What follows belongs to an exercise in optimizing a design on an open flow for small area; a production flow would make more cautious choices. Where RTL was checked, it was by simulation tests only, not by an equivalence proof against the original. No functional check of the RTL was part of runs 2 to 5. Power is estimated from default activity; no workload was simulated.

### design/flow/run.sh
#!/bin/bash
# synth_recipe.tcl (not shown) runs the flow's synth.tcl, then flattens the netlist and writes it again
# the make line also repeats each setting of config.mk as NAME=value (left out here)
make -C /OpenROAD-flow-scripts/flow DESIGN_CONFIG=/design/flow/config.mk WORK_HOME=/design/flow/orfs CLKGATE_MAP_FILE= SYNTH_SCRIPT=/design/flow/synth_recipe.tcl finish
### design/flow/config.mk
export PLATFORM = sky130hd
export DESIGN_NAME = ia_loader_top
export DESIGN_NICKNAME = ia_loader_top
export VERILOG_FILES = /design/flow/design.v
export SDC_FILE = /design/flow/constraint.sdc
export NUM_CORES = 4
export LEC_CHECK = 0
export CAP_MARGIN = 20
export CORE_MARGIN = 2
export CORE_UTILIZATION = 40
export SLEW_MARGIN = 20
### design/flow/constraint.sdc
create_clock -name core_clock -period 12.0 [get_ports {clk}]
set_input_delay 2.4000 -clock core_clock [delete_from_list [all_inputs] [get_ports {clk}]]
set_output_delay 2.4000 -clock core_clock [all_outputs]
set_load 0.01 [all_outputs]
### design/flow/design.v
`timescale 1ns/1ps
package icb_pkg;
    localparam int ADDR_W         = 32;
    localparam int BUS_W          = 32;
    localparam int BYTES_PER_BEAT = BUS_W / 8;
    typedef struct packed {
        logic              valid;
        logic [ADDR_W-1:0] addr;
        logic [7:0]        len;
    } icb_cmd_t;
    typedef struct packed {
        logic             valid;
        logic [BUS_W-1:0] rdata;
    } icb_rsp_t;
endpackage
`timescale 1ns/1ps
package ia_pkg;
    localparam int REG_W = 32;
    typedef logic signed [15:0] elem_t;    
    typedef struct packed {
        logic [REG_W-1:0]        k;           
        logic [REG_W-1:0]        n;           
        logic [REG_W-1:0]        m;           
        logic [REG_W-1:0]        base;        
        logic [REG_W-1:0]        stride;      
        logic signed [REG_W-1:0] zp;          
        logic                    use_16bits;  
    } ia_cfg_t;
    typedef struct packed {
        logic [REG_W-1:0] row_tiles;   
        logic [REG_W-1:0] col_tiles;   
        logic [REG_W-1:0] loops;       
        logic [REG_W-1:0] last_rows;   
    } tile_geom_t;
endpackage
`timescale 1ns/1ps
module ia_loader_top (
    input  logic          clk,
    input  logic          rst_n,
    input  logic          init_cfg,
    input  logic [31:0]   cfg_k,
    input  logic [31:0]   cfg_n,
    input  logic [31:0]   cfg_m,
    input  logic [31:0]   cfg_base,
    input  logic [31:0]   cfg_stride,
    input  logic [31:0]   cfg_zp,
    input  logic          cfg_use_16bits,
    input  logic          cmd_ready,
    input  logic          rsp_valid,
    input  logic [31:0]   rsp_rdata,
    input  logic          send_ia_trigger,
    output logic          cmd_valid,
    output logic [31:0]   cmd_addr,
    output logic [7:0]    cmd_len,
    output logic          rsp_ready,
    output logic [255:0]  ia_out,
    output logic          ia_row_valid,
    output logic          ia_is_init_data,
    output logic          ia_calc_done,
    output logic          ia_sending_done,
    output logic          ia_data_valid,
    output logic          busy
);
    logic        start_q;       
    logic        busy_q;        
    logic        cmd_valid_q;
    logic        kick_q;        
    logic        dv_q;          
    logic        send_q;        
    logic [2:0]  beat_q;        
    logic [3:0]  rc_q;          
    logic [3:0]  cc_q;          
    logic        use16_q;
    logic [16:0] zp_q;          
    logic [31:0] stride_q;
    logic [7:0]  ctm1_q;        
    logic [7:0]  lm1_q;         
    logic [3:0]  olast_q;       
    logic [7:0]  tc_q;          
    logic [7:0]  lp_q;          
    logic [7:0]  tr_q;          
    logic [31:0] rb_q;          
    logic [31:0] addr_q;        
    logic        accept, in_send, hs, cmd_hs;
    logic        last_row_t, last_col, last_loop, last_all;
    logic [3:0]  oeff, tm1;
    logic        last_beat, rc_last, cc_last, tile_loaded, rows_done;
    assign accept     = init_cfg && !busy_q && !start_q;
    assign in_send    = dv_q || send_q;              
    assign hs         = rsp_valid && busy_q;
    assign cmd_hs     = cmd_valid_q && cmd_ready;
    assign last_row_t = tr_q == 8'd0;
    assign last_col   = tc_q == ctm1_q;
    assign last_loop  = lp_q == 8'd0;
    assign last_all   = last_row_t && last_loop && last_col;
    assign oeff       = last_row_t ? olast_q : 4'd0;
    assign tm1        = ~oeff;                       
    assign last_beat  = beat_q == {use16_q, 2'b11};
    assign rc_last    = rc_q == tm1;
    assign cc_last    = cc_q == tm1;
    assign tile_loaded = hs && last_beat && rc_last;
    assign rows_done  = send_q && rc_last;
    always_ff @(posedge clk or negedge rst_n) begin
        if (!rst_n) begin
            start_q     <= 1'b0;
            busy_q      <= 1'b0;
            cmd_valid_q <= 1'b0;
            kick_q      <= 1'b0;
            dv_q        <= 1'b0;
            send_q      <= 1'b0;
            beat_q      <= '0;
            rc_q        <= '0;
            cc_q        <= '0;
        end else begin
            start_q <= accept;
            kick_q  <= rows_done && !last_all;
            if (start_q)
                busy_q <= 1'b1;
            else if (rows_done && last_all)
                busy_q <= 1'b0;
            if (start_q || kick_q)
                cmd_valid_q <= 1'b1;
            else if (cmd_hs && cc_last)
                cmd_valid_q <= 1'b0;
            if (cmd_hs)
                cc_q <= cc_last ? 4'd0 : cc_q + 4'd1;
            if (hs)
                beat_q <= last_beat ? 3'd0 : beat_q + 3'd1;
            if ((hs && last_beat) || send_q)
                rc_q <= rc_last ? 4'd0 : rc_q + 4'd1;
            if (tile_loaded)
                dv_q <= 1'b1;
            else if (send_ia_trigger)
                dv_q <= 1'b0;
            send_q <= (send_ia_trigger && dv_q) || (send_q && !rc_last);
        end
    end
    logic        zp_fits;
    logic [16:0] zp_c;
    logic [12:0] k_m1, n_m1, m_m1;
    logic [8:0]  tc_off;
    logic [27:0] step, row_sum;
    assign zp_fits = cfg_zp[31:16] == {16{cfg_zp[16]}};
    assign zp_c    = zp_fits ? cfg_zp[16:0] : (cfg_zp[31] ? 17'h10000 : 17'h0ffff);
    assign k_m1    = cfg_k[12:0] - 13'd1;
    assign n_m1    = cfg_n[12:0] - 13'd1;
    assign m_m1    = cfg_m[12:0] - 13'd1;
    assign tc_off  = use16_q ? {tc_q, 1'b0} : {1'b0, tc_q};
    assign step    = in_send ? stride_q[27:0] : {19'd0, tc_off};
    assign row_sum = rb_q[31:4] + step;
    always_ff @(posedge clk) begin
        if (accept) begin
            use16_q  <= cfg_use_16bits;
            zp_q     <= zp_c;
            stride_q <= cfg_stride;
            ctm1_q   <= n_m1[11:4];
            lm1_q    <= m_m1[11:4];
            olast_q  <= 4'd0 - cfg_k[3:0];
            tc_q     <= 8'd0;
            lp_q     <= m_m1[11:4];
            tr_q     <= k_m1[11:4];
        end else if (rows_done) begin
            tc_q <= last_col ? 8'd0 : tc_q + 8'd1;
            if (last_col) begin
                lp_q <= last_loop ? lm1_q : lp_q - 8'd1;
                if (last_loop)
                    tr_q <= tr_q - 8'd1;
            end
        end
    end
    always_ff @(posedge clk) begin
        if (accept)
            rb_q <= cfg_base;
        else if (rows_done && last_col && last_loop)
            rb_q[31:4] <= row_sum;
        if (accept)
            addr_q <= cfg_base;
        else if (kick_q)
            addr_q <= {row_sum, rb_q[3:0]};
        else if (cmd_hs)
            addr_q <= addr_q + stride_q;
    end
    function automatic logic [15:0] sat16(input logic [17:0] s);
        if (s[17:15] == 3'b000 || s[17:15] == 3'b111)
            sat16 = s[15:0];
        else
            sat16 = s[17] ? 16'h8000 : 16'h7fff;
    endfunction
    logic [15:0] v0, v1;
    logic [17:0] zp18;
    logic [15:0] s0, s1, s2, s3;
    logic [15:0] wl [4];
    assign v0   = use16_q ? rsp_rdata[15:0]  : {{8{rsp_rdata[7]}},  rsp_rdata[7:0]};
    assign v1   = use16_q ? rsp_rdata[31:16] : {{8{rsp_rdata[15]}}, rsp_rdata[15:8]};
    assign zp18 = {zp_q[16], zp_q};
    assign s0   = sat16({{2{v0[15]}}, v0} + zp18);
    assign s1   = sat16({{2{v1[15]}}, v1} + zp18);
    assign s2   = sat16({{10{rsp_rdata[23]}}, rsp_rdata[23:16]} + zp18);
    assign s3   = sat16({{10{rsp_rdata[31]}}, rsp_rdata[31:24]} + zp18);
    assign wl[0] = s0;
    assign wl[1] = s1;
    assign wl[2] = use16_q ? s0 : s2;
    assign wl[3] = use16_q ? s1 : s3;
    logic [15:0][255:0] st_q;
    logic [15:0]        col_en;
    logic [3:0]         ent;           
    assign ent = 4'b0001 << oeff[3:2];
    genvar c, r;
    generate
        for (c = 0; c < 16; c++) begin : g_col
            assign col_en[c] = send_q ||
                               (hs && (use16_q ? beat_q == 3'(c >> 1)
                                               : beat_q[1:0] == 2'(c >> 2)));
            for (r = 0; r < 16; r++) begin : g_row
                always_ff @(posedge clk) begin
                    if (col_en[c]) begin
                        if (r == 15)
                            st_q[r][16*c +: 16] <= wl[c % 4];
                        else if (r % 4 == 3)
                            st_q[r][16*c +: 16] <= ent[(15 - r) / 4] ? wl[c % 4]
                                                                     : st_q[r+1][16*c +: 16];
                        else
                            st_q[r][16*c +: 16] <= st_q[r+1][16*c +: 16];
                    end
                end
            end
        end
    endgenerate
    always_comb begin
        case (oeff[1:0])
            2'd0:    ia_out = st_q[0];
            2'd1:    ia_out = st_q[1];
            2'd2:    ia_out = st_q[2];
            default: ia_out = st_q[3];
        endcase
    end
    assign cmd_valid       = cmd_valid_q;
    assign cmd_addr        = addr_q;
    assign cmd_len         = {5'd0, use16_q, 2'b11};
    assign rsp_ready       = busy_q;
    assign ia_row_valid    = send_q;
    assign ia_is_init_data = send_q && tc_q == 8'd0;
    assign ia_calc_done    = send_q && last_col;
    assign ia_sending_done = rows_done;
    assign ia_data_valid   = dv_q;
    assign busy            = busy_q;
endmodule
==> impl_metrics.tcl, run 1 <==
set metrics [dict create \
    cts_tree "done" \
    die-area_mm2 0.3993 \
    cts.repair_timing.setup_buffer_count 0 \
    design_area_mm2 0.1822 \
    core-area_mm2 0.3925 \
    yosysTopAreaCellShare_pct 80.85 \
    met3_usage_pct 2.674 \
    critical_path.max_fanout 46 \
    global_route_met1_utilization_pct 26.69 \
    ir_worst_vdd_uv 200.2 \
    floorplan.io_pins 535 \
    slew_viol_final 0 \
    nFillCells 33060 \
    port-buffer-count 467 \
    clk_transition_reported_paths_ns 0.06 \
    number_of_antenna_violations_at_the_first_check_in_global_routing 32 \
    crit_path_kind "flip-flop to output port" \
    setup_viol 0 \
    maxCapViolCount 0 \
    gr-max-usage-layer "met2" \
    htree_num_levels 5 \
    start_util_pct 40.18 \
    status "timing/DRC/antenna clean" \
    use_met2_pct 30.08 \
    rows 230 \
    layout-drive-gt1-share_pct 11.25 \
    clock.fmax_ghz 0.1172 \
    timing.max_slew.rel_slack_pct 17.36 \
    synth_cells 8929 \
    clk-insertion-delay-late_ns 0.97 \
    synth_async_sr_flop_share_pct 0.3980 \
    cell_with_the_most_instances_after_synthesis "edfxtp_1" \
    die-height_um 631.9 \
    finish.net_count 9934 \
    dieWidth_um 631.9 \
    synth-seq-area-share_pct 81.22 \
    area_growth_from_synthesis_to_layout_pct 15.51 \
    timing.setup.tns_ns 0 \
    worst_setup_path_start_kind "flip-flop" \
    power-per-cell-area_mw_per_mm2 246.6 \
    gp_routability_congestion 0.8532 \
    place.detailed.instances 14360 \
    ys.flop_type "edfxtp_1" \
    cts_root_buffer "clkbuf_16" \
    post_cts_hold_buffer_count 0 \
    placement.cell_area_mm2 0.1689 \
    final_worst_path_cycle_share_pct 71.11 \
    drt_pass1_iterations 8 \
    fin_crit_ns 8.533 \
    fin_worst_skew_ns 0.05832 \
    cts-buffers-inserted 413 \
    crit_arrival_ns 6.13 \
    worst_setup_path_end_kind "output port" \
    synth-seq-cells 4271 \
    cts-resized-gates 0 \
    grt_pass1_wl_mm 554.0 \
    yosysTopAreaCell "edfxtp_1" \
    cellLeakagePower_uw 0.06095 \
    route.final.wire_length_mm 385.0 \
    per_cell_via_count_in_the_routed_design 5.370 \
    grt_setup_unrepaired "false" \
    drc_viols 0 \
    synthesis.yosys.warnings 2 \
    first_global_vias 78730 \
    finalHoldViolations 0 \
    grt_max_degree 177 \
    cts.sinks 4271 \
    synthesis.area_mm2 0.1577 \
    synth_edf_count 4246 \
    initialDrtViolationCount 8531 \
    critical_path_required_ns 9.60 \
    synth.area.top_cells "edfxtp_1 (81%), a21o_1 (2.0%), a21oi_1 (1.5%), o21ai_0 (1.2%), mux2_2 (1.2%)" \
    detailed_place_hpwl_mm 243.2 \
    worst-slew-pin-transition_ns 1.240 \
    detail_route.wl_per_cell_um 25.45 \
    synth_cell_types 102 \
    antenna_violating_nets_post_route 0 \
    timing.hold.ws_ns 0.3794 \
    hp-class "flip-flop to flip-flop" \
    ranking_of_synthesized_cells_by_instance_count "edfxtp_1 (4,246), a21oi_1 (457), a21o_1 (421)" \
    grt-ovfl-total 0 \
    final_cell_count_no_fill 15130 \
    via_count 81230 \
    syn-mean-instance-area_um2 17.66 \
    track_usage_pct 18.76 \
    max-clock-path-buffers 4 \
]
[cells in the final DEF, fill, tap and decap left out, types with 39 or more instances in the layout]
master           instances
mux2_2                 167
clkinv_2                69
inv_1                   86
o21a_1                 213
nor2_1                 353
o21ai_0                365
a31oi_1                156
clkdlybuf4s50_1        467
a21o_1                 421
a22oi_1                131
nand2b_1               169
edfxtp_1              4246
nor3_1                  56
a211oi_1                39
a21oi_1                456
nand2_1                387
nor2b_1                158
clkbuf_16              417
clkbuf_1                84
xor2_1                  67
ha_1                   141
a211oi_2                57
nand3_1                207
buf_4                  147
xnor2_1                 69
clkinv_1                97
a221oi_1               135
[metal layers]
layer	part of all wire [%]	wire length, um
met5	0.025	96
met4	3.0	11500
met3	6.0	22960
met2	47	181400
met1	44	169100
[where the power goes]
part           leakage, uW  internal [uW]  switching [uW]
Combinational       0.0150           2130            5160
Sequential          0.0396          23300            1710
Clock              0.00634           7090            5510
Total               0.0609          32500           12400
[path summary, 6_finish.rpt]
kind / from / end / slack (ns) / cells past startpoint
max in group asynchronous: rst_n / beat_q[1]$_DFFE_PN0P_ / 9.53 / 1
worst max-delay path: tr_q[3]$_DFFE_PP_ / ia_out[142] / 3.47 / 9
min in group asynchronous: rst_n / cmd_valid_q$_DFFE_PN0P_ / 1.94 / 1
worst min register to register: st_q[1432]$_DFFE_PP_ / st_q[1176]$_DFFE_PP_ / 0.38 / 0
worst max register to register: use16_q$_DFFE_PP_ / st_q[958]$_DFFE_PP_ / 5.08 / 14
worst min-delay path: st_q[1432]$_DFFE_PP_ / st_q[1176]$_DFFE_PP_ / 0.38 / 0
[critical path, stage by stage (launching register included)]
cell and delay, ns:
edfxtp_1 0.46, or4_1 0.59, nor3_2 0.13, buf_4 0.48
and2_4 0.77, buf_4 0.72, buf_4 0.68, a22oi_1 0.14
o21ai_0 0.40, clkdlybuf4s50_1 0.70
[state kept, by name (all words and copies together) (netlist names), 8 cells and up]
signal / flops
tr_q: 8
stride_q: 32
addr_q: 32
st_q: 4096
lm1_q: 8
rb_q: 32
zp_q: 17
lp_q: 8
ctm1_q: 8
tc_q: 8
[logic make-up after synthesis]
logic type / after synthesis / share of synthesized area [%]
compound gates: 2161 / 9.427
xor+xnor: 140 / 0.7775
fa+ha+maj: 147 / 1.195
buf+inv: 524 / 1.370
flops: 4271 / 81.22
mux: 188 / 1.334
other cells: 2 / 0.004762
simple gates: 1496 / 4.672
[layout make-up]
type,instances,area (um^2),area share [%]
Sequential cell,4271,128100,70.31
Multi-Input combinational cell,4139,27760,15.24
Clock buffer,502,10760,5.909
Tap cell,5220,6531,3.585
Timing Repair Buffer,641,6312,3.465
Clock inverter,251,2344,1.286
Inverter,90,344.1,0.1889
Antenna cell,12,30.03,0.01648
[through the flow]
stage	setup WS, ns	util, %	total power (uW)
after floorplan	-4.775	-	31600
after global placement	3.415	43.03	32250
after detailed placement	3.417	43.04	32740
after CTS	3.322	46.38	45370
after global routing	3.264	46.40	46840
final	3.467	46.41	44920
==> run 2: changes to the inputs <==
--- a/design/flow/design.v
+++ b/design/flow/design.v
@@ -69,2 +69,3 @@
     logic        send_q;        
+    logic        sh_q;          
     logic [2:0]  beat_q;        
@@ -83,3 +84,13 @@
     logic [31:0] addr_q;        
-    logic        accept, in_send, hs, cmd_hs;
+    function automatic logic [32:0] rca(input logic [31:0] a, input logic [31:0] b,
+                                        input logic ci);
+        logic c;
+        c = ci;
+        for (int i = 0; i < 32; i++) begin
+            rca[i] = a[i] ^ b[i] ^ c;
+            c      = (a[i] & b[i]) | (c & (a[i] ^ b[i]));
+        end
+        rca[32] = c;
+    endfunction
+    logic        accept, hs, cmd_hs;
     logic        last_row_t, last_col, last_loop, last_all;
@@ -88,3 +99,2 @@
     assign accept     = init_cfg && !busy_q && !start_q;
-    assign in_send    = dv_q || send_q;              
     assign hs         = rsp_valid && busy_q;
@@ -110,2 +120,3 @@
             send_q      <= 1'b0;
+            sh_q        <= 1'b0;
             beat_q      <= '0;
@@ -125,7 +136,7 @@
             if (cmd_hs)
-                cc_q <= cc_last ? 4'd0 : cc_q + 4'd1;
+                cc_q <= cc_last ? 4'd0 : 4'(rca(32'(cc_q), 32'd0, 1'b1));
             if (hs)
-                beat_q <= last_beat ? 3'd0 : beat_q + 3'd1;
+                beat_q <= last_beat ? 3'd0 : 3'(rca(32'(beat_q), 32'd0, 1'b1));
             if ((hs && last_beat) || send_q)
-                rc_q <= rc_last ? 4'd0 : rc_q + 4'd1;
+                rc_q <= rc_last ? 4'd0 : 4'(rca(32'(rc_q), 32'd0, 1'b1));
             if (tile_loaded)
@@ -135,2 +146,3 @@
             send_q <= (send_ia_trigger && dv_q) || (send_q && !rc_last);
+            sh_q   <= tile_loaded && oeff[0];
         end
@@ -139,13 +151,20 @@
     logic [16:0] zp_c;
-    logic [12:0] k_m1, n_m1, m_m1;
+    logic [7:0]  k_t, n_t, m_t;
     logic [8:0]  tc_off;
-    logic [27:0] step, row_sum;
+    logic [27:0] kick_sum, row_back;
+    logic [20:0] lo_sum;
+    logic [11:0] hi_sum0, hi_sum1;
+    logic [31:0] addr_next;
     assign zp_fits = cfg_zp[31:16] == {16{cfg_zp[16]}};
     assign zp_c    = zp_fits ? cfg_zp[16:0] : (cfg_zp[31] ? 17'h10000 : 17'h0ffff);
-    assign k_m1    = cfg_k[12:0] - 13'd1;
-    assign n_m1    = cfg_n[12:0] - 13'd1;
-    assign m_m1    = cfg_m[12:0] - 13'd1;
+    assign k_t     = 8'(rca(32'(cfg_k[11:4]), 32'hff, |cfg_k[3:0]));
+    assign n_t     = 8'(rca(32'(cfg_n[11:4]), 32'hff, |cfg_n[3:0]));
+    assign m_t     = 8'(rca(32'(cfg_m[11:4]), 32'hff, |cfg_m[3:0]));
     assign tc_off  = use16_q ? {tc_q, 1'b0} : {1'b0, tc_q};
-    assign step    = in_send ? stride_q[27:0] : {19'd0, tc_off};
-    assign row_sum = rb_q[31:4] + step;
+    assign kick_sum = 28'(rca(32'(rb_q[31:4]), 32'(tc_off), 1'b0));
+    assign row_back = 28'(rca(32'(addr_q[31:4]), {4'd0, 19'h7ffff, ~tc_off}, 1'b1));
+    assign lo_sum    = 21'(rca(32'(addr_q[19:0]), 32'(stride_q[19:0]), 1'b0));
+    assign hi_sum0   = 12'(rca(32'(addr_q[31:20]), 32'(stride_q[31:20]), 1'b0));
+    assign hi_sum1   = 12'(rca(32'(hi_sum0), 32'd0, 1'b1));
+    assign addr_next = {lo_sum[20] ? hi_sum1 : hi_sum0, lo_sum[19:0]};
     always_ff @(posedge clk) begin
@@ -155,14 +174,14 @@
             stride_q <= cfg_stride;
-            ctm1_q   <= n_m1[11:4];
-            lm1_q    <= m_m1[11:4];
-            olast_q  <= 4'd0 - cfg_k[3:0];
+            ctm1_q   <= n_t;
+            lm1_q    <= m_t;
+            olast_q  <= 4'(rca(32'(~cfg_k[3:0]), 32'd0, 1'b1));
             tc_q     <= 8'd0;
-            lp_q     <= m_m1[11:4];
-            tr_q     <= k_m1[11:4];
+            lp_q     <= m_t;
+            tr_q     <= k_t;
         end else if (rows_done) begin
-            tc_q <= last_col ? 8'd0 : tc_q + 8'd1;
+            tc_q <= last_col ? 8'd0 : 8'(rca(32'(tc_q), 32'd0, 1'b1));
             if (last_col) begin
-                lp_q <= last_loop ? lm1_q : lp_q - 8'd1;
+                lp_q <= last_loop ? lm1_q : 8'(rca(32'(lp_q), 32'hff, 1'b0));
                 if (last_loop)
-                    tr_q <= tr_q - 8'd1;
+                    tr_q <= 8'(rca(32'(tr_q), 32'hff, 1'b0));
             end
@@ -174,3 +193,3 @@
         else if (rows_done && last_col && last_loop)
-            rb_q[31:4] <= row_sum;
+            rb_q[31:4] <= row_back;
         if (accept)
@@ -178,5 +197,5 @@
         else if (kick_q)
-            addr_q <= {row_sum, rb_q[3:0]};
+            addr_q <= {kick_sum, rb_q[3:0]};
         else if (cmd_hs)
-            addr_q <= addr_q + stride_q;
+            addr_q <= addr_next;
     end
@@ -189,3 +208,2 @@
     logic [15:0] v0, v1;
-    logic [17:0] zp18;
     logic [15:0] s0, s1, s2, s3;
@@ -194,7 +212,6 @@
     assign v1   = use16_q ? rsp_rdata[31:16] : {{8{rsp_rdata[15]}}, rsp_rdata[15:8]};
-    assign zp18 = {zp_q[16], zp_q};
-    assign s0   = sat16({{2{v0[15]}}, v0} + zp18);
-    assign s1   = sat16({{2{v1[15]}}, v1} + zp18);
-    assign s2   = sat16({{10{rsp_rdata[23]}}, rsp_rdata[23:16]} + zp18);
-    assign s3   = sat16({{10{rsp_rdata[31]}}, rsp_rdata[31:24]} + zp18);
+    assign s0   = sat16(18'(rca(32'($signed(v0)), 32'($signed(zp_q)), 1'b0)));
+    assign s1   = sat16(18'(rca(32'($signed(v1)), 32'($signed(zp_q)), 1'b0)));
+    assign s2   = sat16(18'(rca(32'($signed(rsp_rdata[23:16])), 32'($signed(zp_q)), 1'b0)));
+    assign s3   = sat16(18'(rca(32'($signed(rsp_rdata[31:24])), 32'($signed(zp_q)), 1'b0)));
     assign wl[0] = s0;
@@ -205,4 +222,4 @@
     logic [15:0]        col_en;
-    logic [3:0]         ent;           
-    assign ent = 4'b0001 << oeff[3:2];
+    logic               ent7;          
+    assign ent7 = oeff[3];
     genvar c, r;
@@ -210,3 +227,3 @@
         for (c = 0; c < 16; c++) begin : g_col
-            assign col_en[c] = send_q ||
+            assign col_en[c] = send_q || sh_q ||
                                (hs && (use16_q ? beat_q == 3'(c >> 1)
@@ -218,5 +235,4 @@
                             st_q[r][16*c +: 16] <= wl[c % 4];
-                        else if (r % 4 == 3)
-                            st_q[r][16*c +: 16] <= ent[(15 - r) / 4] ? wl[c % 4]
-                                                                     : st_q[r+1][16*c +: 16];
+                        else if (r == 7)
+                            st_q[r][16*c +: 16] <= ent7 ? wl[c % 4] : st_q[r+1][16*c +: 16];
                         else
@@ -229,7 +245,7 @@
     always_comb begin
-        case (oeff[1:0])
+        case (oeff[2:1])
             2'd0:    ia_out = st_q[0];
-            2'd1:    ia_out = st_q[1];
-            2'd2:    ia_out = st_q[2];
-            default: ia_out = st_q[3];
+            2'd1:    ia_out = st_q[2];
+            2'd2:    ia_out = st_q[4];
+            default: ia_out = st_q[6];
         endcase
--- a/design/flow/config.mk
+++ b/design/flow/config.mk
@@ -9,3 +9,7 @@
 export CORE_MARGIN = 2
-export CORE_UTILIZATION = 40
+export CORE_UTILIZATION = 60
+export CTS_BUF_LIST = sky130_fd_sc_hd__clkbuf_16
+export CTS_CLUSTER_DIAMETER = 100
+export CTS_CLUSTER_SIZE = 30
+export PLACE_DENSITY = 0.7
 export SLEW_MARGIN = 20
==> impl_metrics.tcl, run 2 <==
set metrics [dict create \
    fin_worst_skew_ns 0.05081 \
    antenna_violating_nets_post_route 0 \
    critical_path.max_fanout 10 \
    sequentialPowerShare_pct 68.0 \
    start_util_pct 60.45 \
    max_stage_delay_ns 0.77 \
    gr-max-usage-layer "met1" \
    core-area_mm2 0.2408 \
    synth-seq-cells 4272 \
    synthesis.yosys.warnings 2 \
    drt_pass1_iterations 6 \
    synth_edf_count 4246 \
    layout-drive-gt1-share_pct 8.329 \
    crit_path_kind "primary input to flip-flop" \
    ir_worst_vdd_uv 398.1 \
    met3_usage_pct 4.659 \
    htree_num_levels 4 \
    synth_cell_types 59 \
    setup_viol 0 \
    global_route_met1_utilization_pct 32.56 \
    most_flops_register "st_q" \
    internal_power_uw 32700 \
    clock_power_share_pct 14.7 \
    ranking_of_synthesized_cells_by_instance_count "edfxtp_1 (4,246), nor2_1 (342), a21oi_1 (329)" \
    post_cts_hold_buffer_count 0 \
    grt_setup_unrepaired "false" \
    cts-buffers-inserted 161 \
    first_global_vias 59830 \
    per_cell_via_count_in_the_routed_design 5.779 \
    fin_crit_ns 10.99 \
    critical_path_required_ns 12.61 \
    synth_cells 6812 \
    total_switching_power_uw 11930 \
    worst-slew-pin-transition_ns 1.181 \
    worst_setup_path_end_kind "flip-flop" \
    cts.repair_timing.setup_buffer_count 0 \
    via_count 61060 \
    grt_max_degree 185 \
    max-clock-path-buffers 3 \
    largest_register_ff_count 4096 \
    die-area_mm2 0.2465 \
    use_met2_pct 31.91 \
    detailed_place_hpwl_mm 161.9 \
    finalHoldViolations 0 \
    final_common_cell "edfxtp_1" \
    layout.cells.most_common_list "edfxtp_1 (4,246), clkdlybuf4s50_1 (467), nor2_1 (342)" \
    clock.fmax_ghz 0.09102 \
    timing.max_slew.rel_slack_pct 21.29 \
    finish.net_count 7792 \
    route.final.wire_length_mm 267.0 \
    port-buffer-count 467 \
    worst_setup_path_start_kind "primary input" \
    gp_routability_congestion 0.9380 \
    crit_slowest_cell "o21ai_0" \
    slew_viol_final 0 \
    swShare_pct 26.73 \
    grt-ovfl-total 0 \
    cpMostUsedCell "fa_1" \
    number_of_antenna_violations_at_the_first_check_in_global_routing 33 \
    synthesis.area_mm2 0.1455 \
    track_usage_pct 21.44 \
    status "timing/DRC/antenna clean" \
    yosysTopAreaCellShare_pct 87.61 \
    die-height_um 496.5 \
    maxCapViolCount 0 \
    cts_tree "done" \
    synth_async_sr_flop_share_pct 0.4213 \
    cts_root_buffer "clkbuf_16" \
    clk_transition_reported_paths_ns 0.11 \
    syn-mean-instance-area_um2 21.36 \
    cts.sinks 4272 \
    cell_with_the_most_instances_after_synthesis "edfxtp_1" \
    detail_route.wl_per_cell_um 25.27 \
    ys.flop_type "edfxtp_1" \
    drc_viols 0 \
    crit_arrival_ns 11.60 \
    pwr-share-comb_pct 17.3 \
    timing.hold.ws_ns 0.3955 \
    power-per-cell-area_mw_per_mm2 280.6 \
    reg2reg_slack_ns 2.49 \
    synth-seq-area-share_pct 88.03 \
    rows 180 \
    floorplan.io_pins 535 \
    grt_pass1_wl_mm 387.3 \
    dieWidth_um 496.5 \
    cts-resized-gates 0 \
    cellLeakagePower_uw 0.05452 \
    timing.setup.tns_ns 0 \
    final_worst_path_cycle_share_pct 91.55 \
    nFillCells 15220 \
    area_growth_from_synthesis_to_layout_pct 9.289 \
    synth.area.top_cells "edfxtp_1 (88%), mux2_2 (2.1%), fa_1 (1.5%), a21o_1 (1.3%), a21oi_1 (1.1%)" \
    yosysTopAreaCell "edfxtp_1" \
    initialDrtViolationCount 6622 \
    hp-class "flip-flop to flip-flop" \
    clk-insertion-delay-late_ns 0.88 \
]
## run 2: cells by family after synthesis
logic type / after synthesis / share of synthesized area, %
adders and majority gates: 216 / 2.419
AOI/OAI and AO/OA: 997 / 4.191
other: 2 / 0.005160
buffers and inverters: 412 / 1.183
DFF: 4272 / 88.03
and+or+nand+nor: 581 / 1.677
muxes: 308 / 2.349
xor gates and xnor gates: 24 / 0.1444
## run 2: worst max-delay path, delay by kind of cell
| kind | cells | cell delay (ns) |
|---|---|---|
| buffers and inverters | 3 | 0.80 |
| AND/OR/NAND/NOR | 2 | 0.45 |
| AO/OA/AOI/OAI | 3 | 1.20 |
| adder cells (fa/ha/maj) | 17 | 6.75 |
## run 2: power groups by stage
stage	Sequential (uW)	Combinational, uW	Clock, uW
4_1_cts	30400	7930	6760
3_5_place_dp	30700	7890	0
3_3_place_gp	30100	7670	0
6_report	30300	7740	6560
2_1_floorplan	32800	4360	0
5_1_grt	31000	8530	7200
## run 2: per-layer routing
layer	part of all wire [%]	wire, um
met2	46	121700
met3	7.0	18690
met1	45	119100
met4	2.7	7293
met5	0.088	236
## run 2: metrics by stage
step	cell area, um^2	std cells	power [uW]	worst slack, ns	utilization, %
floorplan	145600	6817	37140	-4.576	-
global placement	154600	10370	37780	0.4055	64.21
detailed placement	154600	10370	38550	0.2305	64.21
CTS	159000	10560	45050	1.168	66.04
global route	159000	10560	46740	0.7350	66.06
finish	159100	10570	44640	1.013	66.06
## run 2: path summary, 6_finish.rpt
path	from	endpoint	cells after the start
min	st_q[3660]$_DFFE_PP_	st_q[3404]$_DFFE_PP_	0
min reg2reg	st_q[3660]$_DFFE_PP_	st_q[3404]$_DFFE_PP_	0
min in group asynchronous	rst_n	dv_q$_DFFE_PN0P_	1
max in group asynchronous	rst_n	kick_q$_DFF_PN0_	1
max	rsp_rdata[0]	st_q[1955]$_DFFE_PP_	25
max reg2reg	zp_q[0]$_DFFE_PP_	st_q[1955]$_DFFE_PP_	24
## run 2: layout make-up
class | count | area, um^2 | area share (%)
diodes | 9 | 22.52 | 0.01416
clock buffers | 167 | 4179 | 2.627
clock inverters | 23 | 215.2 | 0.1353
inverters | 172 | 660.6 | 0.4154
multi-input cells | 2133 | 15850 | 9.965
flip-flops and latches | 4272 | 128100 | 80.55
well taps | 3185 | 3985 | 2.506
repair buffers | 605 | 6022 | 3.786
==> run 3: changes to the inputs <==
--- a/design/flow/design.v
+++ b/design/flow/design.v
@@ -82,3 +82,2 @@
     logic [7:0]  tr_q;          
-    logic [31:0] rb_q;          
     logic [31:0] addr_q;        
@@ -152,4 +151,6 @@
     logic [7:0]  k_t, n_t, m_t;
-    logic [8:0]  tc_off;
-    logic [27:0] kick_sum, row_back;
+    logic        back, first_t;
+    logic [8:0]  ct_off;
+    logic [31:0] stride_x, tile_b;
+    logic [27:0] tile_sum;
     logic [20:0] lo_sum;
@@ -162,9 +163,12 @@
     assign m_t     = 8'(rca(32'(cfg_m[11:4]), 32'hff, |cfg_m[3:0]));
-    assign tc_off  = use16_q ? {tc_q, 1'b0} : {1'b0, tc_q};
-    assign kick_sum = 28'(rca(32'(rb_q[31:4]), 32'(tc_off), 1'b0));
-    assign row_back = 28'(rca(32'(addr_q[31:4]), {4'd0, 19'h7ffff, ~tc_off}, 1'b1));
-    assign lo_sum    = 21'(rca(32'(addr_q[19:0]), 32'(stride_q[19:0]), 1'b0));
-    assign hi_sum0   = 12'(rca(32'(addr_q[31:20]), 32'(stride_q[31:20]), 1'b0));
+    assign back      = send_q && !(last_col && last_loop);
+    assign stride_x  = stride_q ^ {32{back}};
+    assign lo_sum    = 21'(rca(32'(addr_q[19:0]), 32'(stride_x[19:0]), back));
+    assign hi_sum0   = 12'(rca(32'(addr_q[31:20]), 32'(stride_x[31:20]), 1'b0));
     assign hi_sum1   = 12'(rca(32'(hi_sum0), 32'd0, 1'b1));
     assign addr_next = {lo_sum[20] ? hi_sum1 : hi_sum0, lo_sum[19:0]};
+    assign first_t   = tc_q == 8'd0;
+    assign ct_off    = use16_q ? {ctm1_q, 1'b0} : {1'b0, ctm1_q};
+    assign tile_b    = first_t ? ~(32'(ct_off)) : {30'd0, use16_q, !use16_q};
+    assign tile_sum  = 28'(rca(32'(addr_q[31:4]), tile_b, first_t));
     always_ff @(posedge clk) begin
@@ -191,10 +195,6 @@
         if (accept)
-            rb_q <= cfg_base;
-        else if (rows_done && last_col && last_loop)
-            rb_q[31:4] <= row_back;
-        if (accept)
             addr_q <= cfg_base;
         else if (kick_q)
-            addr_q <= {kick_sum, rb_q[3:0]};
-        else if (cmd_hs)
+            addr_q[31:4] <= tile_sum;
+        else if (cmd_hs || back)
             addr_q <= addr_next;
@@ -257,3 +257,3 @@
     assign ia_row_valid    = send_q;
-    assign ia_is_init_data = send_q && tc_q == 8'd0;
+    assign ia_is_init_data = send_q && first_t;
     assign ia_calc_done    = send_q && last_col;
--- a/design/flow/config.mk
+++ b/design/flow/config.mk
@@ -7,9 +7,10 @@
 export LEC_CHECK = 0
+export ABC_AREA = 1
 export CAP_MARGIN = 20
 export CORE_MARGIN = 2
-export CORE_UTILIZATION = 60
+export CORE_UTILIZATION = 70
 export CTS_BUF_LIST = sky130_fd_sc_hd__clkbuf_16
-export CTS_CLUSTER_DIAMETER = 100
-export CTS_CLUSTER_SIZE = 30
-export PLACE_DENSITY = 0.7
+export CTS_CLUSTER_DIAMETER = 60
+export CTS_CLUSTER_SIZE = 24
+export PLACE_DENSITY = 0.78
 export SLEW_MARGIN = 20
==> impl_metrics.tcl, run 3 <==
set metrics [dict create \
    power-per-cell-area_mw_per_mm2 274.5 \
    synth-seq-area-share_pct 88.98 \
    multi_input_comb_area_mm2 0.01433 \
    slew_viol_final 0 \
    crit_path_kind "flip-flop to flip-flop" \
    global_route_met1_utilization_pct 38.34 \
    cts_root_buffer "clkbuf_16" \
    largest_register_ff_count 4096 \
    finish.net_count 8307 \
    ys.flop_type "edfxtp_1" \
    crit_arrival_ns 12.24 \
    antenna_violating_nets_post_route 0 \
    design_area_mm2 0.1577 \
    detail_route.wl_per_cell_um 26.57 \
    place.detailed.instances 10350 \
    pwr-share-comb_pct 16.1 \
    drt_pass1_iterations 6 \
    gp_routability_congestion 0.8668 \
    worst-slew-pin-transition_ns 1.278 \
    post_cts_hold_buffer_count 0 \
    ff_latch_area_mm2 0.1272 \
    yosysTopAreaCell "edfxtp_1" \
    max_stage_delay_ns 0.42 \
    area_growth_from_synthesis_to_layout_pct 10.33 \
    timing.hold.ws_ns 0.3997 \
    hp-class "flip-flop to flip-flop" \
    die-area_mm2 0.2078 \
    number_of_cells_on_the_worst_reg_to_reg_path 42 \
    critical_path_required_ns 12.64 \
    placement.cell_area_mm2 0.1513 \
    track_usage_pct 27.26 \
    max-clock-path-buffers 3 \
    clk-insertion-delay-late_ns 0.90 \
    fin_crit_ns 11.59 \
    detailed_place_hpwl_mm 160.2 \
    start_util_pct 70.56 \
    grt_max_degree 188 \
    met3_usage_pct 3.821 \
    syn-mean-instance-area_um2 19.63 \
    total_switching_power_uw 11920 \
    fin_worst_skew_ns 0.03608 \
    crit_family "adder cells" \
    first_global_vias 65490 \
    core-area_mm2 0.2025 \
    worst_hold_path.num_cells 0 \
    final_cell_count_no_fill 10650 \
    synth_edf_count 4214 \
    yosysTopAreaCellShare_pct 88.56 \
    timing.max_slew.rel_slack_pct 14.77 \
    nFillCells 9831 \
    internal_power_uw 31370 \
    layout.cells.most_common_list "edfxtp_1 (4,214), nand2_1 (1,851), clkdlybuf4s50_1 (466)" \
    cp_num_buf_inv 5 \
    clock.fmax_ghz 0.08626 \
    ranking_of_synthesized_cells_by_instance_count "edfxtp_1 (4,214), nand2_1 (1,853), nand4_1 (270)" \
    synth_cells 7280 \
    maxCapViolCount 0 \
    clock_power_share_pct 18.2 \
    grt-ovfl-total 0 \
    use_met2_pct 44.85 \
    gr-max-usage-layer "met2" \
    synth.area.top_cells "edfxtp_1 (89%), nand2_1 (4.9%), fa_1 (1.7%), nand4_1 (1.2%), ha_1 (0.60%)" \
    htree_num_levels 4 \
    crit_slowest_cell "fa_2" \
    setup_viol 0 \
    synth-seq-cells 4240 \
    per_cell_via_count_in_the_routed_design 6.023 \
    worstSetupPathDepth 42 \
    port-buffer-count 467 \
    finalHoldViolations 0 \
    synth_cell_types 42 \
    cts-buffers-inserted 212 \
    via_count 64160 \
    dieWidth_um 455.8 \
    floorplan.io_pins 535 \
    cellLeakagePower_uw 0.05437 \
    synthesis.area_mm2 0.1429 \
    synthesis.yosys.warnings 2 \
    initialDrtViolationCount 7606 \
    final_common_cell "edfxtp_1" \
    worst_setup_path_end_kind "flip-flop" \
    rows 165 \
    layout_top_registers "st_q: 4096 flops, addr_q: 32 flops, stride_q: 32 flops" \
    swShare_pct 27.54 \
    synth_async_sr_flop_share_pct 0.4245 \
    most_flops_register "st_q" \
    reg2reg_slack_ns 0.41 \
    number_of_antenna_violations_at_the_first_check_in_global_routing 31 \
    die-height_um 455.8 \
    final_worst_path_cycle_share_pct 96.61 \
    worst_setup_path_start_kind "flip-flop" \
    ir_worst_vdd_uv 270.7 \
    status "timing/DRC/antenna clean" \
    cts.sinks 4240 \
    grt_setup_unrepaired "false" \
    cts_tree "done" \
    route.final.wire_length_mm 283.0 \
    layout.core_utilization_pct 77.85 \
    p_total_uw 43280 \
    sequentialPowerShare_pct 65.6 \
    layout-drive-gt1-share_pct 5.786 \
    clk_transition_reported_paths_ns 0.09 \
    cpMostUsedCell "fa_2" \
    cts.repair_timing.setup_buffer_count 0 \
    grt_pass1_wl_mm 415.7 \
    critical_path.max_fanout 5 \
    cell_with_the_most_instances_after_synthesis "edfxtp_1" \
    drc_viols 0 \
]
## run 3: cell count changes after synthesis, moves of 31 or more
cell	change
nand4_1	+260
nand2_1	+1705
mux2i_1	-33
clkbuf_1	-53
nor2_1	-302
mux2_2	-268
a21oi_1	-286
edfxtp_1	-32
ha_1	-39
o22ai_1	-263
a21o_1	-243
nand3_1	+31
## run 3: timing repair
| item | 4_1_cts | 5_1_grt |
|---|---|---|
| pin swaps | 3 | 3 |
| gates resized for setup | 14 | 10 |
| endpoints found under the setup margin | 2 | 2 |
## run 3: worst paths after layout
kind                                       from                 endpoint
setup / recovery           tc_q[0]$_SDFFE_PP0P_     addr_q[31]$_DFFE_PP_
hold / removal             st_q[2695]$_DFFE_PP_     st_q[2439]$_DFFE_PP_
setup reg to reg           tc_q[0]$_SDFFE_PP0P_     addr_q[31]$_DFFE_PP_
hold reg to reg            st_q[2695]$_DFFE_PP_     st_q[2439]$_DFFE_PP_
max in group asynchronous                 rst_n        start_q$_DFF_PN0_
min in group asynchronous                 rst_n  cmd_valid_q$_DFFE_PN0P_
## run 3: area by class of cell
cell class,count,share of cell area [%]
repair buffers,589,3.693
inverters,177,0.4325
multi-input cells,2668,9.090
well taps,2672,2.121
flip-flops and latches,4240,80.65
clock buffers,213,3.381
diodes,12,0.01905
clock inverters,81,0.6135
## run 3: power groups by stage
stage	combinational [uW]	sequential (uW)	clock, uW
after floorplan	3770	30300	0
after global placement	6710	27900	0
after detailed placement	6970	28400	0
after CTS	7070	28400	8030
after global routing	7650	29000	8430
final	6980	28400	7890
## run 3: cell families (layout without fill, tap and decap cells)
family | count (synthesis) | after routing | share of synthesized area, %
compound gates | 190 | 190 | 0.8003
xor+xnor | 49 | 49 | 0.3003
fa+ha+maj | 188 | 188 | 2.277
buf+inv | 377 | 1060 | 1.135
flops | 4240 | 4240 | 88.98
mux | 7 | 7 | 0.04904
other cells | 2 | 19 | 0.005256
simple gates | 2227 | 2227 | 6.450
## run 3: through the flow
step                      setup TNS (ns)  setup WS (ns)
after global placement           -0.5192        -0.4336
after detailed placement         -0.6308        -0.4736
after global routing                   0        0.02002
final                                  0         0.4068
after CTS                              0        0.03709
after floorplan                        -         -4.767
## run 3: per-layer routing
| metal | vias to the layer above | wire length [um] | part of all wire (%) |
|---|---|---|---|
| li1 | 28090 | - | - |
| met1 | 32750 | 112500 | 40 |
| met2 | 2881 | 141500 | 50 |
| met3 | 409 | 18690 | 6.6 |
| met4 | 30 | 10120 | 3.6 |
| met5 | - | 199 | 0.070 |
==> run 4: changes to the inputs <==
--- a/design/flow/config.mk
+++ b/design/flow/config.mk
@@ -11,5 +11,5 @@
 export CORE_UTILIZATION = 70
-export CTS_BUF_LIST = sky130_fd_sc_hd__clkbuf_16
-export CTS_CLUSTER_DIAMETER = 60
-export CTS_CLUSTER_SIZE = 24
+export CTS_BUF_LIST = sky130_fd_sc_hd__clkbuf_8
+export CTS_CLUSTER_DIAMETER = 50
+export CTS_CLUSTER_SIZE = 16
 export PLACE_DENSITY = 0.78
==> impl_metrics.tcl, run 4 <==
set metrics [dict create \
    place.detailed.instances 10350 \
    hp-class "flip-flop to flip-flop" \
    ys.flop_type "edfxtp_1" \
    synth.area.top_cells "edfxtp_1 (89%), nand2_1 (4.9%), fa_1 (1.7%), nand4_1 (1.2%), ha_1 (0.60%)" \
    synthesis.yosys.warnings 2 \
    final_cell_count_no_fill 10770 \
    setup_viol 0 \
    core-area_mm2 0.2025 \
    post_cts_hold_buffer_count 0 \
    slew_viol_final 0 \
    yosysTopAreaCell "edfxtp_1" \
    placement.cell_area_mm2 0.1513 \
    rows 165 \
    die-area_mm2 0.2078 \
    critical_path_required_ns 12.78 \
    worst_setup_path_end_kind "flip-flop" \
    maxCapViolCount 0 \
    synth_async_sr_flop_share_pct 0.4245 \
    synth_cell_types 42 \
    number_of_antenna_violations_at_the_first_check_in_global_routing 34 \
    drc_viols 0 \
    layout_top_registers "st_q: 4096 flops, addr_q: 32 flops, stride_q: 32 flops" \
    timing.setup.tns_ns 0 \
    via_count 63190 \
    cell_with_the_most_instances_after_synthesis "edfxtp_1" \
    detailed_place_hpwl_mm 160.2 \
    fin_crit_ns 11.60 \
    timing.max_slew.rel_slack_pct 21.88 \
    detailroute.wirelength.met3_mm 17.28 \
    synth_edf_count 4214 \
    layout.core_utilization_pct 77.44 \
    final_common_cell "edfxtp_1" \
    max-clock-path-buffers 4 \
    cpMostUsedCell "fa_2" \
    ranking_of_synthesized_cells_by_instance_count "edfxtp_1 (4,214), nand2_1 (1,853), nand4_1 (270)" \
    layout.cells.most_common_list "edfxtp_1 (4,214), nand2_1 (1,851), clkdlybuf4s50_1 (466)" \
    initialDrtViolationCount 7185 \
    track_usage_pct 25.31 \
    power-per-cell-area_mw_per_mm2 268.6 \
    fin_worst_skew_ns 0.07428 \
    timing.hold.ws_ns 0.3908 \
    met2_wirelength_mm 126.8 \
    critical_path.max_fanout 5 \
    synth-seq-cells 4240 \
    grt-ovfl-total 0 \
    largest_register_ff_count 4096 \
    antenna_violating_nets_post_route 0 \
    port-buffer-count 467 \
    crit_slowest_cell "fa_2" \
    final_worst_path_cycle_share_pct 96.70 \
    finalHoldViolations 0 \
    synthesis.area_mm2 0.1429 \
    yosysTopAreaCellShare_pct 88.56 \
    drt_pass1_iterations 6 \
    clock.fmax_ghz 0.08617 \
    crit_arrival_ns 12.38 \
    dr.max_layer_used "met5" \
    floorplan.io_pins 535 \
    cts-buffers-inserted 337 \
    dieWidth_um 455.8 \
    route.final.wire_length_mm 263.5 \
    status "timing/DRC/antenna clean" \
    area_growth_from_synthesis_to_layout_pct 9.755 \
    start_util_pct 70.56 \
    crit_path_kind "flip-flop to flip-flop" \
    cellLeakagePower_uw 0.05410 \
    htree_num_levels 5 \
    cts.sinks 4240 \
    clk-insertion-delay-late_ns 1.06 \
    wl_met1_mm 110.3 \
    grt_setup_unrepaired "false" \
    clk_transition_reported_paths_ns 0.09 \
    ir_worst_vdd_uv 258.5 \
    worst_setup_path_start_kind "flip-flop" \
    gp_routability_congestion 0.8668 \
    syn-mean-instance-area_um2 19.63 \
    grt_max_degree 188 \
    design_area_mm2 0.1568 \
    worst-slew-pin-transition_ns 1.172 \
    max_stage_delay_ns 0.42 \
    detail_route.wl_per_cell_um 24.46 \
    synth_cells 7280 \
    layout-drive-gt1-share_pct 7.233 \
    first_global_vias 63560 \
    synth-seq-area-share_pct 88.98 \
    grt_pass1_wl_mm 389.5 \
    per_cell_via_count_in_the_routed_design 5.866 \
    most_flops_register "st_q" \
    cts_root_buffer "clkbuf_8" \
    die-height_um 455.8 \
    cts_tree "done" \
    finish.net_count 8432 \
]
-- run 4: cell counts after synthesis --
No cell type changed its count.
-- run 4: area by class of cell --
| class | count | area [um^2] |
|---|---|---|
| clock buffers | 346 | 4762 |
| multi-input cells | 2668 | 14330 |
| repair buffers | 589 | 5822 |
| diodes | 12 | 30.03 |
| inverters | 177 | 681.9 |
| clock inverters | 68 | 709.4 |
| flip-flops and latches | 4240 | 127200 |
| fillers | 9920 | 45690 |
| well taps | 2672 | 3343 |
-- run 4: worst paths after layout --
check | start | endpoint | slack (ns) | cells after the start
worst min-delay path | st_q[3640]$_DFFE_PP_ | st_q[3384]$_DFFE_PP_ | 0.39 | 0
worst min register to register | st_q[3640]$_DFFE_PP_ | st_q[3384]$_DFFE_PP_ | 0.39 | 0
worst max-delay path | tc_q[6]$_SDFFE_PP0P_ | addr_q[31]$_DFFE_PP_ | 0.40 | 39
max in group asynchronous | rst_n | dv_q$_DFFE_PN0P_ | 10.22 | 1
worst max register to register | tc_q[6]$_SDFFE_PP0P_ | addr_q[31]$_DFFE_PP_ | 0.40 | 39
min in group asynchronous | rst_n | start_q$_DFF_PN0_ | 1.36 | 1
-- run 4: routing by layer --
metal / vias up / global-route usage [%]
met4: 32 / 8.708
met3: 439 / 3.960
met5: - / 0
met1: 31870 / 37.00
met2: 2575 / 40.15
li1: 28270 / -
-- run 4: kinds of logic (layout without fill, tap and decap cells) --
kind of cell    Yosys count  in the layout  share of synthesized area (%)
flops                  4240           4240                          88.98
compound gates          190            190                         0.8003
fa+ha+maj               188            188                          2.277
xor+xnor                 49             49                         0.3003
mux                       7              7                        0.04904
buf+inv                 377           1180                          1.135
other cells               2             19                       0.005256
simple gates           2227           2227                          6.450
-- run 4: worst max-delay path: cells and delay by family (launching register included) --
| kind | cells | cell delay (ns) |
|---|---|---|
| adder cells (fa/ha/maj) | 27 | 9.55 |
| XOR/XNOR | 1 | 0.17 |
| flip-flops | 1 | 0.32 |
| AND/OR/NAND/NOR | 3 | 0.46 |
| buffers and inverters | 5 | 0.45 |
| AO/OA/AOI/OAI | 3 | 0.33 |
-- run 4: metrics by stage --
| step | worst slack (ns) | total power [uW] |
|---|---|---|
| after floorplan | -4.767 | 34030 |
| after global placement | -0.4336 | 34560 |
| after detailed placement | -0.4736 | 35370 |
| after CTS | 0.04388 | 42440 |
| after global routing | 0.001264 | 44000 |
| final | 0.3957 | 42130 |
-- run 4: repair_timing --
item | CTS | global route
pin swaps | 3 | 3
buffers inserted | 0 | 0
gates resized for setup | 14 | 10
setup endpoints to repair | 2 | 2
-- run 4: power by group --
| group | internal, uW | leakage [uW] | switching, uW |
|---|---|---|---|
| Clock | 2890 | 0.00284 | 4220 |
| Sequential | 25900 | 0.0409 | 2240 |
| Combinational | 1980 | 0.0104 | 4880 |
==> run 5: changes to the inputs <==
==> design/flow/flow/run.sh (new file) <==
#!/bin/bash
# The standard layout (standard.sh: standard synthesis, floorplan, place,
# CTS, route, finish) with one change: the buffers that buffer_ports puts on
# every input and output port are the smallest buffer cell, buf_1, in place
# of the delay buffer it picks by default. The make output goes to
# standard.log here; ORFS's per-step logs stay under orfs/logs/.
set -uo pipefail
bash standard.sh "BUFFER_PORTS_ARGS=-buffer_cell sky130_fd_sc_hd__buf_1" finish > standard.log 2>&1
status=$?
tail -n 40 standard.log
exit $status
==> design/flow/standard.sh (new file) <==
#!/bin/bash
# synth_recipe.tcl (not shown) runs the flow's synth.tcl, then flattens the netlist and writes it again
# the make line also repeats each setting of config.mk as NAME=value (left out here)
make -C /OpenROAD-flow-scripts/flow DESIGN_CONFIG=/design/flow/config.mk WORK_HOME=/design/flow/orfs CLKGATE_MAP_FILE= SYNTH_SCRIPT=/design/flow/synth_recipe.tcl "${@:-finish}"
removed: design/flow/run.sh
==> impl_metrics.tcl, run 5 <==
set metrics [dict create \
    post_cts_hold_buffer_count 0 \
    cts_root_buffer "clkbuf_8" \
    cell_with_the_most_instances_after_synthesis "edfxtp_1" \
    synth.area.top_cells "edfxtp_1 (89%), nand2_1 (4.9%), fa_1 (1.7%), nand4_1 (1.2%), ha_1 (0.60%)" \
    htree_num_levels 5 \
    drc_viols 0 \
    cpMostUsedCell "fa_2" \
    finalHoldViolations 0 \
    cts_tree "done" \
    synth-seq-cells 4240 \
    cts-buffers-inserted 338 \
    layout.cells.most_common_list "edfxtp_1 (4,214), nand2_1 (1,852), buf_1 (467)" \
    syn-mean-instance-area_um2 19.63 \
    grt_max_degree 207 \
    crit_path_kind "flip-flop to flip-flop" \
    internal_power_uw 30170 \
    floorplan.io_pins 535 \
    timing.setup.tns_ns 0 \
    via_count 63320 \
    grt_pass1_wl_mm 385.4 \
    crit_arrival_ns 12.40 \
    final_common_cell "edfxtp_1" \
    dieWidth_um 455.8 \
    ys.flop_type "edfxtp_1" \
    synth_cells 7280 \
    crit_slowest_cell "fa_2" \
    fin_worst_skew_ns 0.05954 \
    drt_pass1_iterations 6 \
    clock_power_share_pct 17.1 \
    first_global_vias 62900 \
    gp_routability_congestion 0.8861 \
    clk-insertion-delay-late_ns 1.08 \
    critical_path.max_fanout 4 \
    largest_register_ff_count 4096 \
    status "timing/DRC/antenna clean" \
    rows 165 \
    hp-class "flip-flop to flip-flop" \
    area_growth_from_synthesis_to_layout_pct 7.713 \
    slew_viol_final 0 \
    track_usage_pct 25.02 \
    yosysTopAreaCell "edfxtp_1" \
    number_of_antenna_violations_at_the_first_check_in_global_routing 33 \
    ranking_of_synthesized_cells_by_instance_count "edfxtp_1 (4,214), nand2_1 (1,853), nand4_1 (270)" \
    final_worst_path_cycle_share_pct 96.75 \
    cts.repair_timing.setup_buffer_count 0 \
    layout-drive-gt1-share_pct 7.152 \
    max-clock-path-buffers 4 \
    synth_async_sr_flop_share_pct 0.4245 \
    setup_viol 0 \
    cellLeakagePower_uw 0.05278 \
    synth_edf_count 4214 \
    fin_crit_ns 11.61 \
    max_stage_delay_ns 0.42 \
    worst_setup_path_start_kind "flip-flop" \
    antenna_violating_nets_post_route 0 \
    layout.core_utilization_pct 76.00 \
    yosysTopAreaCellShare_pct 88.56 \
    clk_transition_reported_paths_ns 0.09 \
    worst-slew-pin-transition_ns 1.433 \
    route.final.wire_length_mm 261.5 \
    die-height_um 455.8 \
    start_util_pct 70.56 \
    detailed_place_hpwl_mm 157.6 \
    clock.fmax_ghz 0.08614 \
    total_switching_power_uw 11310 \
    worst_setup_path_end_kind "flip-flop" \
    synthesis.yosys.warnings 2 \
    power-per-cell-area_mw_per_mm2 269.5 \
    most_flops_register "st_q" \
    port-buffer-count 467 \
    timing.max_slew.rel_slack_pct 4.436 \
    maxCapViolCount 0 \
    critical_path_required_ns 12.79 \
    swShare_pct 27.27 \
    cts.sinks 4240 \
    per_cell_via_count_in_the_routed_design 5.882 \
    ir_worst_vdd_uv 289.3 \
    pwr-share-comb_pct 15.1 \
    synthesis.area_mm2 0.1429 \
    die-area_mm2 0.2078 \
    initialDrtViolationCount 7232 \
    detail_route.wl_per_cell_um 24.29 \
    synth-seq-area-share_pct 88.98 \
    synth_cell_types 42 \
    finish.net_count 8427 \
    layout_top_registers "st_q: 4096 flops, addr_q: 32 flops, stride_q: 32 flops" \
    core-area_mm2 0.2025 \
    grt-ovfl-total 0 \
    sequentialPowerShare_pct 67.8 \
]
==> run 5: cell type report <==
type / instances / area (um^2)
fill: 10380 / 48610
antenna: 12 / 30.03
inverter: 177 / 681.9
clock inverter: 69 / 711.9
timing repair buffer: 583 / 2933
clock buffer: 345 / 4748
multi-input combinational: 2668 / 14310
tap: 2672 / 3343
sequential: 4240 / 127200
==> run 5: kinds of logic after synthesis <==
| family | Yosys count | synth area share (%) |
|---|---|---|
| compound gates | 190 | 0.8003 |
| flops | 4240 | 88.98 |
| simple gates | 2227 | 6.450 |
| xor+xnor | 49 | 0.3003 |
| fa+ha+maj | 188 | 2.277 |
| mux | 7 | 0.04904 |
| buf+inv | 377 | 1.135 |
| other cells | 2 | 0.005256 |
==> run 5: per-stage QoR <==
step / area (um^2) / cells / power, uW / worst slack (ns) / hold WS (ns)
final: 153900 / 10770 / 41480 / 0.3903 / 0.3809
after global placement: 148300 / 10340 / 33920 / -0.4097 / 0.4000
after global routing: 153900 / 10760 / 43350 / -0.001141 / 0.3869
after detailed placement: 148300 / 10340 / 34720 / -0.3553 / 0.4045
after floorplan: 142900 / 7285 / 34030 / -4.767 / 0.4003
after CTS: 153800 / 10750 / 41760 / 0.01363 / 0.3782
==> run 5: final timing paths <==
check | startpoint | endpoint | slack [ns] | cells past startpoint
setup / recovery | tc_q[0]$_SDFFE_PP0P_ | addr_q[31]$_DFFE_PP_ | 0.39 | 42
hold / removal | st_q[1463]$_DFFE_PP_ | st_q[1207]$_DFFE_PP_ | 0.38 | 0
setup reg to reg | tc_q[0]$_SDFFE_PP0P_ | addr_q[31]$_DFFE_PP_ | 0.39 | 42
hold reg to reg | st_q[1463]$_DFFE_PP_ | st_q[1207]$_DFFE_PP_ | 0.38 | 0
max in group asynchronous | rst_n | rc_q[1]$_DFFE_PN0P_ | 10.40 | 2
min in group asynchronous | rst_n | start_q$_DFF_PN0_ | 1.33 | 2
==> run 5: critical path, delay by kind of cell, from the launching register on <==
kind | cells | cell delay (ns)
AO/OA/AOI/OAI | 4 | 0.48
XOR/XNOR | 1 | 0.17
adder cells (fa/ha/maj) | 28 | 9.79
buffers and inverters | 5 | 0.30
flip-flops | 1 | 0.34
AND/OR/NAND/NOR | 4 | 0.29
==> run 5: power groups by stage <==
stage / sequential [uW] / clock [uW] / combinational [uW]
global route: 28700 / 7710 / 6940
detailed placement: 28400 / 0 / 6330
finish: 28100 / 7090 / 6250
global placement: 27800 / 0 / 6100
CTS: 28200 / 7260 / 6340
floorplan: 30300 / 0 / 3770
==> run 5: timing repair <==
item,CTS,global route
pin swaps,1,4
setup endpoints to repair,2,2
resized for setup,8,12
endpoints found under the hold margin,0,0
==> run 5: metal layers <==
layer  global-route usage, %  part of all wire (%)  up-vias
li1                        -                     -    28270
met1                   36.60                    42    32050
met2                   39.32                    48     2464
met3                   4.064                   6.2      499
met4                   9.138                   3.6       36
met5                       0                 0.088        -
==> run 6: changes to the inputs <==
--- a/design/flow/design.v
+++ b/design/flow/design.v
@@ -212,6 +212,6 @@
     assign v1   = use16_q ? rsp_rdata[31:16] : {{8{rsp_rdata[15]}}, rsp_rdata[15:8]};
-    assign s0   = sat16(18'(rca(32'($signed(v0)), 32'($signed(zp_q)), 1'b0)));
-    assign s1   = sat16(18'(rca(32'($signed(v1)), 32'($signed(zp_q)), 1'b0)));
-    assign s2   = sat16(18'(rca(32'($signed(rsp_rdata[23:16])), 32'($signed(zp_q)), 1'b0)));
-    assign s3   = sat16(18'(rca(32'($signed(rsp_rdata[31:24])), 32'($signed(zp_q)), 1'b0)));
+    assign s0   = sat16(18'(rca({{16{v0[15]}}, v0}, {{15{zp_q[16]}}, zp_q}, 1'b0)));
+    assign s1   = sat16(18'(rca({{16{v1[15]}}, v1}, {{15{zp_q[16]}}, zp_q}, 1'b0)));
+    assign s2   = sat16(18'(rca({{24{rsp_rdata[23]}}, rsp_rdata[23:16]}, {{15{zp_q[16]}}, zp_q}, 1'b0)));
+    assign s3   = sat16(18'(rca({{24{rsp_rdata[31]}}, rsp_rdata[31:24]}, {{15{zp_q[16]}}, zp_q}, 1'b0)));
     assign wl[0] = s0;
==> impl_metrics.tcl, run 6 <==
set metrics [dict create \
    timing.max_slew.rel_slack_pct 4.436 \
    crit_arrival_ns 12.40 \
    post_cts_hold_buffer_count 0 \
    cts_root_buffer "clkbuf_8" \
    power-per-cell-area_mw_per_mm2 269.5 \
    yosysTopAreaCellShare_pct 88.56 \
    final_common_cell "edfxtp_1" \
    worst-slew-pin-transition_ns 1.433 \
    layout.core_utilization_pct 76.00 \
    port-buffer-count 467 \
    layout.cells.most_common_list "edfxtp_1 (4,214), nand2_1 (1,852), buf_1 (467)" \
    per_cell_via_count_in_the_routed_design 5.882 \
    hp-class "flip-flop to flip-flop" \
    rows 165 \
    most_flops_register "st_q" \
    cts.sinks 4240 \
    critical_path.max_fanout 4 \
    area_growth_from_synthesis_to_layout_pct 7.713 \
    worst_setup_path_start_kind "flip-flop" \
    drt_pass1_iterations 6 \
    antenna_violating_nets_post_route 0 \
    initialDrtViolationCount 7232 \
    grt-ovfl-total 0 \
    ranking_of_synthesized_cells_by_instance_count "edfxtp_1 (4,214), nand2_1 (1,853), nand4_1 (270)" \
    cpMostUsedCell "fa_2" \
    die-area_mm2 0.2078 \
    synthesis.area_mm2 0.1429 \
    crit_slowest_cell "fa_2" \
    cellLeakagePower_uw 0.05278 \
    ir_worst_vdd_uv 289.3 \
    max_stage_delay_ns 0.42 \
    synth_async_sr_flop_share_pct 0.4245 \
    worst_setup_path_end_kind "flip-flop" \
    route.final.wire_length_mm 261.5 \
    ys.flop_type "edfxtp_1" \
    synth_edf_count 4214 \
    p_total_uw 41480 \
    core-area_mm2 0.2025 \
    synth_cell_types 42 \
    yosysTopAreaCell "edfxtp_1" \
    detailed_place_hpwl_mm 157.6 \
    htree_num_levels 5 \
    dp_worst_setup_slack_ns -0.3553 \
    number_of_antenna_violations_at_the_first_check_in_global_routing 33 \
    gp_routability_congestion 0.8861 \
    detail_route.wl_per_cell_um 24.29 \
    post-route-worst-setup-slack_ns 0.3903 \
    floorplan.io_pins 535 \
    slew_viol_final 0 \
    finish.net_count 8427 \
    via_count 63320 \
    die-height_um 455.8 \
    clk-insertion-delay-late_ns 1.08 \
    layout-drive-gt1-share_pct 7.152 \
    synth.area.top_cells "edfxtp_1 (89%), nand2_1 (4.9%), fa_1 (1.7%), nand4_1 (1.2%), ha_1 (0.60%)" \
    start_util_pct 70.56 \
    final_worst_path_cycle_share_pct 96.75 \
    grt_pass1_wl_mm 385.4 \
    cts-buffers-inserted 338 \
    largest_register_ff_count 4096 \
    synthesis.yosys.warnings 2 \
    maxCapViolCount 0 \
    setup_viol 0 \
    status "timing/DRC/antenna clean" \
    synth_cells 7280 \
    clk_transition_reported_paths_ns 0.09 \
    cts_tree "done" \
    cell_with_the_most_instances_after_synthesis "edfxtp_1" \
    synth-seq-cells 4240 \
    critical_path_required_ns 12.79 \
    layout_top_registers "st_q: 4096 flops, addr_q: 32 flops, stride_q: 32 flops" \
    timing.setup.tns_ns 0 \
    timing.hold.ws_ns 0.3809 \
    crit_path_kind "flip-flop to flip-flop" \
    track_usage_pct 25.02 \
    cts.repair_timing.setup_buffer_count 0 \
    max-clock-path-buffers 4 \
    fin_crit_ns 11.61 \
    drc_viols 0 \
    finalHoldViolations 0 \
    fin_worst_skew_ns 0.05954 \
    syn-mean-instance-area_um2 19.63 \
    synth-seq-area-share_pct 88.98 \
    first_global_vias 62900 \
    clock.fmax_ghz 0.08614 \
    grt_max_degree 207 \
    dieWidth_um 455.8 \
]
==> run 6: cell counts in the layout (fill, tap and decap cells not counted) <==
Identical to the previous run, type by type.
==> run 6: report_power, final <==
part	internal (uW)	switching (uW)
sequential	25900	2230
combinational	1410	4840
clock	2850	4240
==> run 6: per-stage QoR <==
step / area (um^2) / std cells
finish: 153900 / 10770
global route: 153900 / 10760
detailed placement: 148300 / 10340
CTS: 153800 / 10750
floorplan: 142900 / 7285
global placement: 148300 / 10340
==> run 6: kinds of logic (layout without fill, tap and decap cells) <==
family | count (synthesis) | after routing | synth area share (%)
flip-flops | 4240 | 4240 | 88.98
other | 2 | 19 | 0.005256
adder cells (fa/ha/maj) | 188 | 188 | 2.277
buffers and inverters | 377 | 1174 | 1.135
multiplexers | 7 | 7 | 0.04904
AO/OA/AOI/OAI | 190 | 190 | 0.8003
AND/OR/NAND/NOR | 2227 | 2227 | 6.450
XOR/XNOR | 49 | 49 | 0.3003
==> run 6: area by class of cell <==
cell class	instances	area [um^2]
Sequential cell	4240	127200
Fill cell	10380	48610
Multi-Input combinational cell	2668	14310
Clock buffer	345	4748
Tap cell	2672	3343
Timing Repair Buffer	583	2933
Clock inverter	69	711.9
Inverter	177	681.9
Antenna cell	12	30.03
==> run 6: path summary, 6_finish.rpt <==
check	start	end	slack [ns]	depth (start not counted)
min	st_q[1463]$_DFFE_PP_	st_q[1207]$_DFFE_PP_	0.38	0
min in group asynchronous	rst_n	start_q$_DFF_PN0_	1.33	2
max	tc_q[0]$_SDFFE_PP0P_	addr_q[31]$_DFFE_PP_	0.39	42
max in group asynchronous	rst_n	rc_q[1]$_DFFE_PN0P_	10.40	2
max reg2reg	tc_q[0]$_SDFFE_PP0P_	addr_q[31]$_DFFE_PP_	0.39	42
min reg2reg	st_q[1463]$_DFFE_PP_	st_q[1207]$_DFFE_PP_	0.38	0
==> run 6: critical path, delay by kind of cell, from the launching register on <==
kind | cells | cell delay [ns]
adder cells (fa/ha/maj) | 28 | 9.79
AO/OA/AOI/OAI | 4 | 0.48
AND/OR/NAND/NOR | 4 | 0.29
XOR/XNOR | 1 | 0.17
buffers and inverters | 5 | 0.30
flip-flops | 1 | 0.34
==> run 6: repair_timing <==
action | 4_1_cts | 5_1_grt
endpoints found under the setup margin | 2 | 2
gates resized for setup | 8 | 12
pin swaps | 1 | 4
==> run 6: metal layers <==
layer	vias up	part of all wire, %	wire, um	track usage (%)
met3	499	6.2	16310	4.064
met4	36	3.6	9403	9.138
li1	28270	-	-	-
met1	32050	42	109700	36.60
met5	-	0.088	230	0
met2	2464	48	125800	39.32

-- what the ideal ports hide --
How much do the figures lean on ideal ports? The routed layouts below were timed once more, with nothing changed but the port constraints.
Step 1 assumes that a clkbuf_16 drives the clock port and a buf_2 every other input.
Step 2 moves the port delays by t, midway between the first and last clock arrival at a register: inputs arrive t later, outputs are due t later. That takes back most of the time a late clock gives input paths.
Slacks: no drivers / after step 1 / after step 2; pairs: no drivers / after step 1.
run	t, ns	slack for setup (ns)	worst hold slack (ns)
run 1	1.046	3.467 / 3.355 / 3.395	0.379 / 0.379 / 0.379
run 2	0.945	1.013 / 1.086 / 0.141	0.395 / 0.395 / 0.395
run 3	0.978	0.407 / 0.407 / 0.407	0.400 / 0.400 / 0.400
run 4	1.115	0.396 / 0.396 / 0.396	0.391 / 0.391 / 0.391
run 5	1.133	0.390 / 0.390 / 0.390	0.381 / 0.381 / 0.381
run 6	1.133	0.390 / 0.390 / 0.390	0.381 / 0.381 / 0.381
After both steps setup and hold are still met in every run listed. For run 2, which loses most, drivers alone change the setup slack by +0.073 ns; drivers and shift together by -0.872 ns.
